From an optimization exercise on the open Yosys and OpenROAD flow, aimed at small area, a short achievable clock period and few clock cycles; shortcuts taken in it are not production practice. The RTL was checked by simulation tests, not by an equivalence proof against the original design.

## design/flow/design.v

```verilog
package agg_pkg;
	localparam int NUM_VERTICES = 16;  
	localparam int FEAT_LANES = 4;  
	localparam int ELEM_W = 16;
	localparam int VADDR_W = 4;  
	localparam int COUNT_W = 8;
	localparam int PROD_W = 2 * ELEM_W;  
	localparam int FEAT_W = FEAT_LANES * ELEM_W;  
	localparam int ISSUE_W = 1 + ELEM_W + 1 + 1 + 1 + VADDR_W;
	localparam int ISSUE_DST = 0;  
	localparam int ISSUE_RUN_END = VADDR_W;  
	localparam int ISSUE_LAST = VADDR_W + 1;  
	localparam int ISSUE_FIRST = VADDR_W + 2;  
	localparam int ISSUE_WEIGHT = VADDR_W + 3;  
	localparam int ISSUE_VALID = VADDR_W + 3 + ELEM_W;
endpackage
package link_pkg;
	localparam int CREDITS = 4;  
	localparam int PTR_W = 2;  
	localparam int CNT_W = 3;  
	localparam logic REC_HEADER = 1'b0;
	localparam logic REC_EDGE = 1'b1;
	localparam int REC_W = 1 + 4 + 8 + 16;
	localparam int REC_WEIGHT = 0;  
	localparam int REC_COUNT = 16;  
	localparam int REC_ADDR = 24;  
	localparam int REC_KIND = 28;
endpackage
`timescale 1ns/100ps
module feature_buffer (
	input logic clk,
	input logic we,
	input logic [agg_pkg::VADDR_W-1:0] wr_addr,
	input logic [agg_pkg::FEAT_W-1:0] wr_data,
	input logic [agg_pkg::VADDR_W-1:0] rd_addr,
	output logic [agg_pkg::FEAT_W-1:0] rd_data
);
	logic [agg_pkg::FEAT_W-1:0] mem [agg_pkg::NUM_VERTICES];
	always_ff @(posedge clk) begin
		if (we) begin
			mem[wr_addr] <= wr_data;
		end
	end
	always_ff @(posedge clk) begin
		rd_data <= mem[rd_addr];
	end
endmodule
`timescale 1ns/100ps
module record_ingress (
	input logic clk,
	input logic rst,
	input logic rec_valid,
	input logic [link_pkg::REC_W-1:0] rec,
	input logic pop,
	output logic [link_pkg::REC_W-1:0] head,
	output logic head_valid,
	output logic credit_return
);
	logic [link_pkg::REC_W-1:0] mem [link_pkg::CREDITS];
	logic [link_pkg::PTR_W-1:0] wr_ptr;
	logic [link_pkg::PTR_W-1:0] rd_ptr;
	logic [link_pkg::CNT_W-1:0] count;
	logic do_pop;
	assign head = mem[rd_ptr];
	assign head_valid = (count != '0);
	assign do_pop = pop && head_valid;
	always_ff @(posedge clk) begin
		if (rec_valid) begin
			mem[wr_ptr] <= rec;  
		end
	end
	always_ff @(posedge clk) begin
		if (rst) begin
			wr_ptr <= '0;
			rd_ptr <= '0;
			count <= '0;
			credit_return <= 1'b0;
		end else begin
			credit_return <= do_pop;  
			if (rec_valid) begin
				wr_ptr <= wr_ptr + 1'b1;  
			end
			if (do_pop) begin
				rd_ptr <= rd_ptr + 1'b1;
			end
			case ({rec_valid, do_pop})
				2'b10: count <= count + 1'b1;
				2'b01: count <= count - 1'b1;
				default: count <= count;
			endcase
		end
	end
endmodule
`timescale 1ns/100ps
module aggregate_ctrl (
	input logic clk,
	input logic rst,
	input logic start,
	input logic [agg_pkg::COUNT_W-1:0] num_vertices,
	input logic [link_pkg::REC_W-1:0] head,
	input logic head_valid,
	output logic pop,
	output logic [agg_pkg::VADDR_W-1:0] src_rd_addr,
	output logic [agg_pkg::ISSUE_W-1:0] issue,
	input logic run_done,
	output logic busy
);
	localparam logic [1:0] ST_IDLE = 2'd0;
	localparam logic [1:0] ST_RUN = 2'd1;
	localparam logic [1:0] ST_DRAIN = 2'd2;
	logic [1:0] state;
	logic [agg_pkg::COUNT_W-1:0] vert_left;  
	logic [agg_pkg::COUNT_W-1:0] edges_left;  
	logic [agg_pkg::VADDR_W-1:0] cur_dst;
	logic [agg_pkg::VADDR_W-1:0] head_addr;
	logic [agg_pkg::COUNT_W-1:0] head_count;
	logic [agg_pkg::ELEM_W-1:0] head_weight;
	logic is_header;
	logic take;
	logic term_last;
	logic term_end;
	assign head_addr = head[link_pkg::REC_ADDR +: agg_pkg::VADDR_W];
	assign head_count = head[link_pkg::REC_COUNT +: agg_pkg::COUNT_W];
	assign head_weight = head[link_pkg::REC_WEIGHT +: agg_pkg::ELEM_W];
	assign is_header = (head[link_pkg::REC_KIND] == link_pkg::REC_HEADER);
	assign take = (state == ST_RUN) && head_valid;
	always_comb begin
		if (is_header) begin
			term_last = (head_count == '0);
			term_end = term_last && (vert_left == agg_pkg::COUNT_W'(1));
		end else begin
			term_last = (edges_left == agg_pkg::COUNT_W'(1));
			term_end = term_last && (vert_left == '0);
		end
	end
	assign pop = take;
	assign src_rd_addr = head_addr;  
	assign issue[agg_pkg::ISSUE_VALID] = take;
	assign issue[agg_pkg::ISSUE_FIRST] = is_header;
	assign issue[agg_pkg::ISSUE_LAST] = term_last;
	assign issue[agg_pkg::ISSUE_RUN_END] = term_end;
	assign issue[agg_pkg::ISSUE_WEIGHT +: agg_pkg::ELEM_W] =
		is_header ? agg_pkg::ELEM_W'(1) : head_weight;
	assign issue[agg_pkg::ISSUE_DST +: agg_pkg::VADDR_W] = is_header ? head_addr : cur_dst;
	assign busy = (state == ST_RUN) || ((state == ST_DRAIN) && !run_done);
	always_ff @(posedge clk) begin
		if (rst) begin
			state <= ST_IDLE;
			vert_left <= '0;
			edges_left <= '0;
		end else begin
			case (state)
				ST_IDLE: begin
					if (start) begin
						vert_left <= num_vertices;
						edges_left <= '0;
						state <= ST_RUN;
					end
				end
				ST_RUN: begin
					if (take) begin
						if (is_header) begin
							vert_left <= vert_left - 1'b1;
							edges_left <= head_count;
						end else begin
							edges_left <= edges_left - 1'b1;
						end
						if (term_end) begin
							state <= ST_DRAIN;  
						end
					end
				end
				ST_DRAIN: begin
					if (run_done) begin
						state <= ST_IDLE;
					end
				end
				default: state <= ST_IDLE;
			endcase
		end
	end
	always_ff @(posedge clk) begin
		if (take && is_header) begin
			cur_dst <= head_addr;
		end
	end
endmodule
`timescale 1ns/100ps
module vector_mac (
	input logic clk,
	input logic rst,
	input logic [agg_pkg::ISSUE_W-1:0] issue,
	input logic [agg_pkg::FEAT_W-1:0] src_data,
	output logic dst_we,
	output logic [agg_pkg::VADDR_W-1:0] dst_addr,
	output logic [agg_pkg::FEAT_W-1:0] dst_data,
	output logic run_done
);
	logic [agg_pkg::ISSUE_W-1:0] issue_d;  
	logic d_valid;
	logic d_first;
	logic d_last;
	logic d_run_end;
	logic signed [agg_pkg::ELEM_W-1:0] d_weight;
	logic [agg_pkg::FEAT_W-1:0] acc;
	logic [agg_pkg::FEAT_W-1:0] acc_next;
	assign d_valid = issue_d[agg_pkg::ISSUE_VALID];
	assign d_first = issue_d[agg_pkg::ISSUE_FIRST];
	assign d_last = issue_d[agg_pkg::ISSUE_LAST];
	assign d_run_end = issue_d[agg_pkg::ISSUE_RUN_END];
	assign d_weight = issue_d[agg_pkg::ISSUE_WEIGHT +: agg_pkg::ELEM_W];
	for (genvar i = 0; i < agg_pkg::FEAT_LANES; i++) begin : g_lane
		logic signed [agg_pkg::PROD_W-1:0] prod;
		assign prod = d_weight * $signed(src_data[i*agg_pkg::ELEM_W +: agg_pkg::ELEM_W]);
		assign acc_next[i*agg_pkg::ELEM_W +: agg_pkg::ELEM_W] = d_first
			? prod[agg_pkg::ELEM_W-1:0]
			: acc[i*agg_pkg::ELEM_W +: agg_pkg::ELEM_W] + prod[agg_pkg::ELEM_W-1:0];  
	end
	always_ff @(posedge clk) begin
		if (rst) begin
			issue_d[agg_pkg::ISSUE_VALID] <= 1'b0;
		end else begin
			issue_d <= issue;
		end
	end
	always_ff @(posedge clk) begin
		if (d_valid) begin
			acc <= acc_next;
		end
		if (d_valid && d_last) begin
			dst_data <= acc_next;
			dst_addr <= issue_d[agg_pkg::ISSUE_DST +: agg_pkg::VADDR_W];
		end
	end
	always_ff @(posedge clk) begin
		if (rst) begin
			dst_we <= 1'b0;
			run_done <= 1'b0;
		end else begin
			dst_we <= d_valid && d_last;
			run_done <= d_valid && d_last && d_run_end;
		end
	end
endmodule
`timescale 1ns/100ps
module aggregate_top (
	input logic clk,
	input logic rst,
	input logic start,
	input logic [agg_pkg::COUNT_W-1:0] num_vertices,
	input logic rec_valid,
	input logic [link_pkg::REC_W-1:0] rec,
	output logic credit_return,
	input logic load_we,
	input logic [agg_pkg::VADDR_W-1:0] load_addr,
	input logic [agg_pkg::FEAT_W-1:0] load_data,
	input logic [agg_pkg::VADDR_W-1:0] rd_addr,
	output logic [agg_pkg::FEAT_W-1:0] rd_data,
	output logic busy,
	output logic done
);
	logic [link_pkg::REC_W-1:0] head;
	logic head_valid;
	logic pop;
	logic [agg_pkg::VADDR_W-1:0] src_rd_addr;
	logic [agg_pkg::FEAT_W-1:0] src_data;
	logic [agg_pkg::ISSUE_W-1:0] issue;
	logic dst_we;
	logic [agg_pkg::VADDR_W-1:0] dst_addr;
	logic [agg_pkg::FEAT_W-1:0] dst_data;
	record_ingress ingress_i (
		.clk(clk),
		.rst(rst),
		.rec_valid(rec_valid),
		.rec(rec),
		.pop(pop),
		.head(head),
		.head_valid(head_valid),
		.credit_return(credit_return)
	);
	aggregate_ctrl ctrl_i (
		.clk(clk),
		.rst(rst),
		.start(start),
		.num_vertices(num_vertices),
		.head(head),
		.head_valid(head_valid),
		.pop(pop),
		.src_rd_addr(src_rd_addr),
		.issue(issue),
		.run_done(done),
		.busy(busy)
	);
	feature_buffer src_buf_i (  
		.clk(clk),
		.we(load_we),
		.wr_addr(load_addr),
		.wr_data(load_data),
		.rd_addr(src_rd_addr),
		.rd_data(src_data)
	);
	vector_mac mac_i (
		.clk(clk),
		.rst(rst),
		.issue(issue),
		.src_data(src_data),
		.dst_we(dst_we),
		.dst_addr(dst_addr),
		.dst_data(dst_data),
		.run_done(done)
	);
	feature_buffer dst_buf_i (  
		.clk(clk),
		.we(dst_we),
		.wr_addr(dst_addr),
		.wr_data(dst_data),
		.rd_addr(rd_addr),
		.rd_data(rd_data)
	);
endmodule
```

## design/flow/run.sh

```bash
#!/bin/bash
# synth_recipe.tcl (not shown) runs the flow's synth.tcl, then flattens the netlist and writes it again
# the make line also repeats each setting of config.mk as NAME=value (left out here)
make -C /OpenROAD-flow-scripts/flow DESIGN_CONFIG=/design/flow/config.mk WORK_HOME=/design/flow/orfs CLKGATE_MAP_FILE= SYNTH_SCRIPT=/design/flow/synth_recipe.tcl finish
```

## design/flow/config.mk

```make
export PLATFORM = sky130hd
export DESIGN_NAME = aggregate_top
export DESIGN_NICKNAME = aggregate_top
export VERILOG_FILES = /design/flow/design.v
export SDC_FILE = /design/flow/constraint.sdc
export NUM_CORES = 4
export LEC_CHECK = 0
export CAP_MARGIN = 20
export CORE_MARGIN = 2
export CORE_UTILIZATION = 40
export SLEW_MARGIN = 20
```

## design/flow/constraint.sdc

```tcl
create_clock -name core_clock -period 8.5 [get_ports {clk}]
set_input_delay 1.7000 -clock core_clock [delete_from_list [all_inputs] [get_ports {clk}]]
set_output_delay 1.7000 -clock core_clock [all_outputs]
set_load 0.01 [all_outputs]
```

==> results.txt <==
[path summary, 6_finish.rpt]
check | slack, ns | end | cells after the start
worst min-delay path | 0.41 | mac_i.dst_addr[3] | 0
worst max-delay path | 1.19 | mac_i.acc[31] | 23
worst max register to register | 1.19 | mac_i.acc[31] | 23
worst min register to register | 0.41 | mac_i.dst_addr[3] | 0
[metal layers]
layer / GRT usage [%] / vias up / routed length [um] / part of all wire (%)
met5: 0 / - / 333 / 0.13
met4: 4.51 / 54 / 5890 / 2.3
met3: 3.13 / 352 / 13700 / 5.4
met2: 30.9 / 1286 / 127000 / 51
met1: 23.9 / 28600 / 104000 / 42
li1: - / 23300 / - / -
[final cells by class]
type,count,share of cell area (%)
Clock inverter,103,0.791
Timing Repair Buffer,299,2.26
Antenna cell,11,0.0220
Multi-Input combinational cell,2740,27.4
Clock buffer,367,5.96
Tap cell,3589,3.60
Inverter,516,1.55
Sequential cell,2481,58.4
[logic make-up (layout without fill, tap and decap cells)]
| family | count (synthesis) | in the layout | synth area share (%) |
|---|---|---|---|
| flip-flops | 2481 | 2481 | 66.4 |
| AND/OR/NAND/NOR | 907 | 907 | 4.14 |
| buffers and inverters | 768 | 1285 | 2.68 |
| multiplexers | 690 | 690 | 13.9 |
| adder cells (fa/ha/maj) | 638 | 638 | 9.46 |
| AO/OA/AOI/OAI | 275 | 275 | 1.59 |
| XOR/XNOR | 230 | 230 | 1.85 |
| other | 0 | 11 | 0 |
[flip-flops by register name (all words and copies together), names as in the netlist, 3 cells and up, named ones only]
| signal | flops |
|---|---|
| src_buf_i.rd_data | 64 |
| ctrl_i.cur_dst | 4 |
| ingress_i.count | 3 |
| mac_i.dst_data | 64 |
| dst_buf_i.rd_data | 64 |
| mac_i.dst_addr | 4 |
| dst_buf_i.mem | 1024 |
| mac_i.issue_d | 23 |
| ingress_i.mem | 116 |
| mac_i.acc | 64 |
| ctrl_i.vert_left | 8 |
| ctrl_i.edges_left | 8 |
| src_buf_i.mem | 1024 |
[stage by stage]
stage	setup slack, ns	instances	util [%]	instance area (um2)
floorplan	1.37	5989	-	110000
global placement	1.32	9624	42.6	116000
detailed placement	1.15	9625	42.6	116000
CTS	1.13	10100	45.7	125000
global route	0.739	10100	45.7	125000
finish	1.19	10100	45.7	125000
[cells in the final DEF, fill, tap and decap left out, types with 11 or more instances in the layout]
cell | netlist | layout
sky130_fd_sc_hd__clkinv_2 | 0 | 36
sky130_fd_sc_hd__and2_1 | 349 | 349
sky130_fd_sc_hd__clkbuf_1 | 156 | 74
sky130_fd_sc_hd__bufinv_16 | 0 | 14
sky130_fd_sc_hd__nand2_1 | 319 | 319
sky130_fd_sc_hd__buf_4 | 1 | 111
sky130_fd_sc_hd__mux4_2 | 668 | 664
sky130_fd_sc_hd__nand2b_1 | 14 | 14
sky130_fd_sc_hd__o21bai_1 | 14 | 14
sky130_fd_sc_hd__clkbuf_16 | 0 | 278
sky130_fd_sc_hd__inv_1 | 515 | 514
sky130_fd_sc_hd__nor2_1 | 112 | 88
sky130_fd_sc_hd__diode_2 | 0 | 11
sky130_fd_sc_hd__a211oi_1 | 18 | 18
sky130_fd_sc_hd__fa_1 | 321 | 321
sky130_fd_sc_hd__clkinv_1 | 1 | 30
sky130_fd_sc_hd__clkdlybuf4s50_1 | 0 | 176
sky130_fd_sc_hd__nor2b_1 | 17 | 17
sky130_fd_sc_hd__mux2_2 | 18 | 18
sky130_fd_sc_hd__nor2_4 | 0 | 24
sky130_fd_sc_hd__a21o_1 | 25 | 25
sky130_fd_sc_hd__xor2_1 | 58 | 58
sky130_fd_sc_hd__nand3_1 | 21 | 21
sky130_fd_sc_hd__edfxtp_1 | 2323 | 2323
sky130_fd_sc_hd__xnor2_1 | 171 | 171
sky130_fd_sc_hd__a21oi_1 | 77 | 76
sky130_fd_sc_hd__dfxtp_1 | 158 | 156
sky130_fd_sc_hd__clkbuf_8 | 0 | 15
sky130_fd_sc_hd__o21ai_0 | 73 | 73
sky130_fd_sc_hd__ha_1 | 317 | 317
sky130_fd_sc_hd__nor3_1 | 34 | 26
==> impl_summary.log <==
INFO  metric timing.critical_path.from_type = register
INFO  metric synth.top_cells.by_count = sky130_fd_sc_hd__edfxtp_1 (2323), sky130_fd_sc_hd__mux4_2 (668), sky130_fd_sc_hd__inv_1 (515)
INFO  metric cp_max_fanout = 19
INFO  metric first_global_vias = 56600
INFO  metric setup.worst_path.end_class = register
INFO  metric cpPeakStageDelay = 0.70 ns
INFO  metric timing.final.crit_period = 7.31 ns
INFO  metric synthesis.nets = 6741
INFO  metric drcViolationCount = 0
INFO  metric die-width = 528 um
INFO  metric asr_flop_ratio_synth = 0%
INFO  metric synthCells = 5989
INFO  metric globalRoute.totalOverflow = 0
INFO  metric rsz0062_at_grt = no
INFO  metric reg2reg_from = mac_i.issue_d[14]
INFO  metric synth_edf_count = 2323
INFO  metric synth_most_common_cell = sky130_fd_sc_hd__edfxtp_1
INFO  metric synth-seq-cells = 2481
INFO  metric synth.top_cell.area_share = 63.5%
INFO  metric routed-via-count = 53700
INFO  metric hold_ws = 0.414 ns
INFO  metric chipHeight = 528 um
INFO  metric nNetsFinal = 7058
INFO  metric yosys-top-cells-area = sky130_fd_sc_hd__edfxtp_1 (63%), sky130_fd_sc_hd__mux4_2 (14%), sky130_fd_sc_hd__fa_1 (5.8%), sky130_fd_sc_hd__ha_1 (3.6%), sky130_fd_sc_hd__dfxtp_1 (2.9%)
INFO  metric clock_tree.htree_level_count = 5
INFO  metric filler_cell_count = 23100
INFO  metric cp_cell_sequence = and2_1, fa_1, inv_1, fa_1, fa_1, fa_1, inv_1, fa_1, inv_1, fa_1, inv_1, ha_1, nand3_1, a21oi_1, a2111oi_1, xnor2_1, ha_1, and3_1, a211o_1, a21oi_1, xor2_1, nor2_1, xnor3_1
INFO  metric grt_util_all_layers = 18.0%
INFO  metric gp_congestion = 0.815
INFO  metric cp.arrival = 7.88 ns
INFO  metric detail_route.first_pass.iterations = 5
INFO  metric fin_skew = 0.0667 ns
INFO  metric detailed_place_hpwl = 148000 um
INFO  metric syn_to_final_growth = 13.7%
INFO  metric critical-path-top-delay-family = adder cells
INFO  metric timing.final.max_slew_violations = 0
INFO  metric cts_buffers = 268
INFO  metric cts_sinks = 2481
INFO  metric area_of_the_multi_input_gates = 34300 um2
INFO  metric tritoncts = built
INFO  metric finalHoldViolations = 0
INFO  metric final.period_utilization = 86.1%
INFO  metric antenna_violating_nets_post_route = 0
INFO  metric highest_delay_cell_along_the_critical_path = sky130_fd_sc_hd__edfxtp_1
INFO  metric avgSynthCellArea = 18.3 um2
INFO  metric post_synth_instance_area = 110000 um2
INFO  metric yosysTopAreaCell = sky130_fd_sc_hd__edfxtp_1
INFO  metric critical_path_class = reg2reg
INFO  metric setup-violations-final = 0
INFO  metric cts_resized = 0
INFO  metric initial_core_util = 40.2%
INFO  metric first_pass_grt_wire_length = 375000 um
INFO  metric timing.hold.worst.class = reg2reg
INFO  metric drtIter0Drc = 4206
INFO  metric postCtsSetupRepairBufs = 0
INFO  metric final_layout_setup_total_negative_slack = 0 ns
INFO  metric critical_path_source = mac_i.issue_d[14]
INFO  metric worstPathRequired = 9.06 ns
INFO  metric portBuffers = 180
INFO  metric placeableCoreArea = 273000 um2
INFO  metric floorplan.rows = 192
INFO  metric via_density_per_instance = 5.31
INFO  metric cts_hold_buffers = 0
INFO  metric clk_path_buf_depth = 4
INFO  metric layout.area.seq = 72900 um2
INFO  metric drv.max_cap_violation_count = 0
INFO  metric antenna_found_initial = 47
INFO  metric critPathBufInv = 4
INFO  metric outcome = complete, no violations
INFO  metric yosysWarnings = 4
INFO  metric pin_count_of_the_biggest_net_entering_global_routing = 140
INFO  metric drive_above_1_share = 18.8%
INFO  metric route.detailed.wl_per_inst = 24.8 um
INFO  metric cts.root.buffer_cell = sky130_fd_sc_hd__clkbuf_16
INFO  metric worst_slew_pin_slew = 1.03 ns
INFO  metric fmaxAchievable = 0.137 GHz
INFO  metric ys_types = 63
INFO  metric worst_slew_margin_rel = 31.5%
INFO  metric clock_pin_transition_on_the_worst_setup_and_hold_timing_paths = 0.06 ns
INFO  metric worst_hold_startpoint = mac_i.issue_d[3]
INFO  metric wirelength = 251000 um
INFO  metric clk-insertion-delay-late = 0.86 ns
INFO  metric die_ar = 279000 um2
INFO  metric ys_dominant_reg_cell = sky130_fd_sc_hd__edfxtp_1
INFO  metric critPathMostFrequentCell = sky130_fd_sc_hd__fa_1
INFO  metric yosysSeqAreaShare = 66.4%
INFO  metric design.portCount = 181
Testbench counts, summed over its fixed seeds: cycles 4,757.

==> afterwards: timing with drivers on the ports <==
How much do the figures lean on ideal ports? The routed layout below was timed once more, with nothing changed but the port constraints.
Step 1 (the two cells are an assumption about what drives the block):
set clk [get_ports {clk}]
set_driving_cell -lib_cell sky130_fd_sc_hd__clkbuf_16 $clk
set_driving_cell -lib_cell sky130_fd_sc_hd__buf_2 [delete_from_list [all_inputs] $clk]
Step 2 adds t to the input delays and takes it off the output delays; t is the mean of the earliest and latest rising clock arrival at the registers after step 1. Input paths then give back, and output paths get back, about the clock's delay inside the block.
Three values: ideal ports, drivers, drivers and shift; two values: the first two.
t (ns): 0.922
slack for setup (ns): 1.185 / 1.185 / 1.185
hold WS [ns]: 0.414 / 0.414 / 0.414
worst data-port slew with drivers (ns): 0.17
pins driven straight from the clock port: 1
After both steps this run still meets setup and hold. For this run, drivers alone change the setup slack by 0.000 ns; drivers and shift together by 0.000 ns.
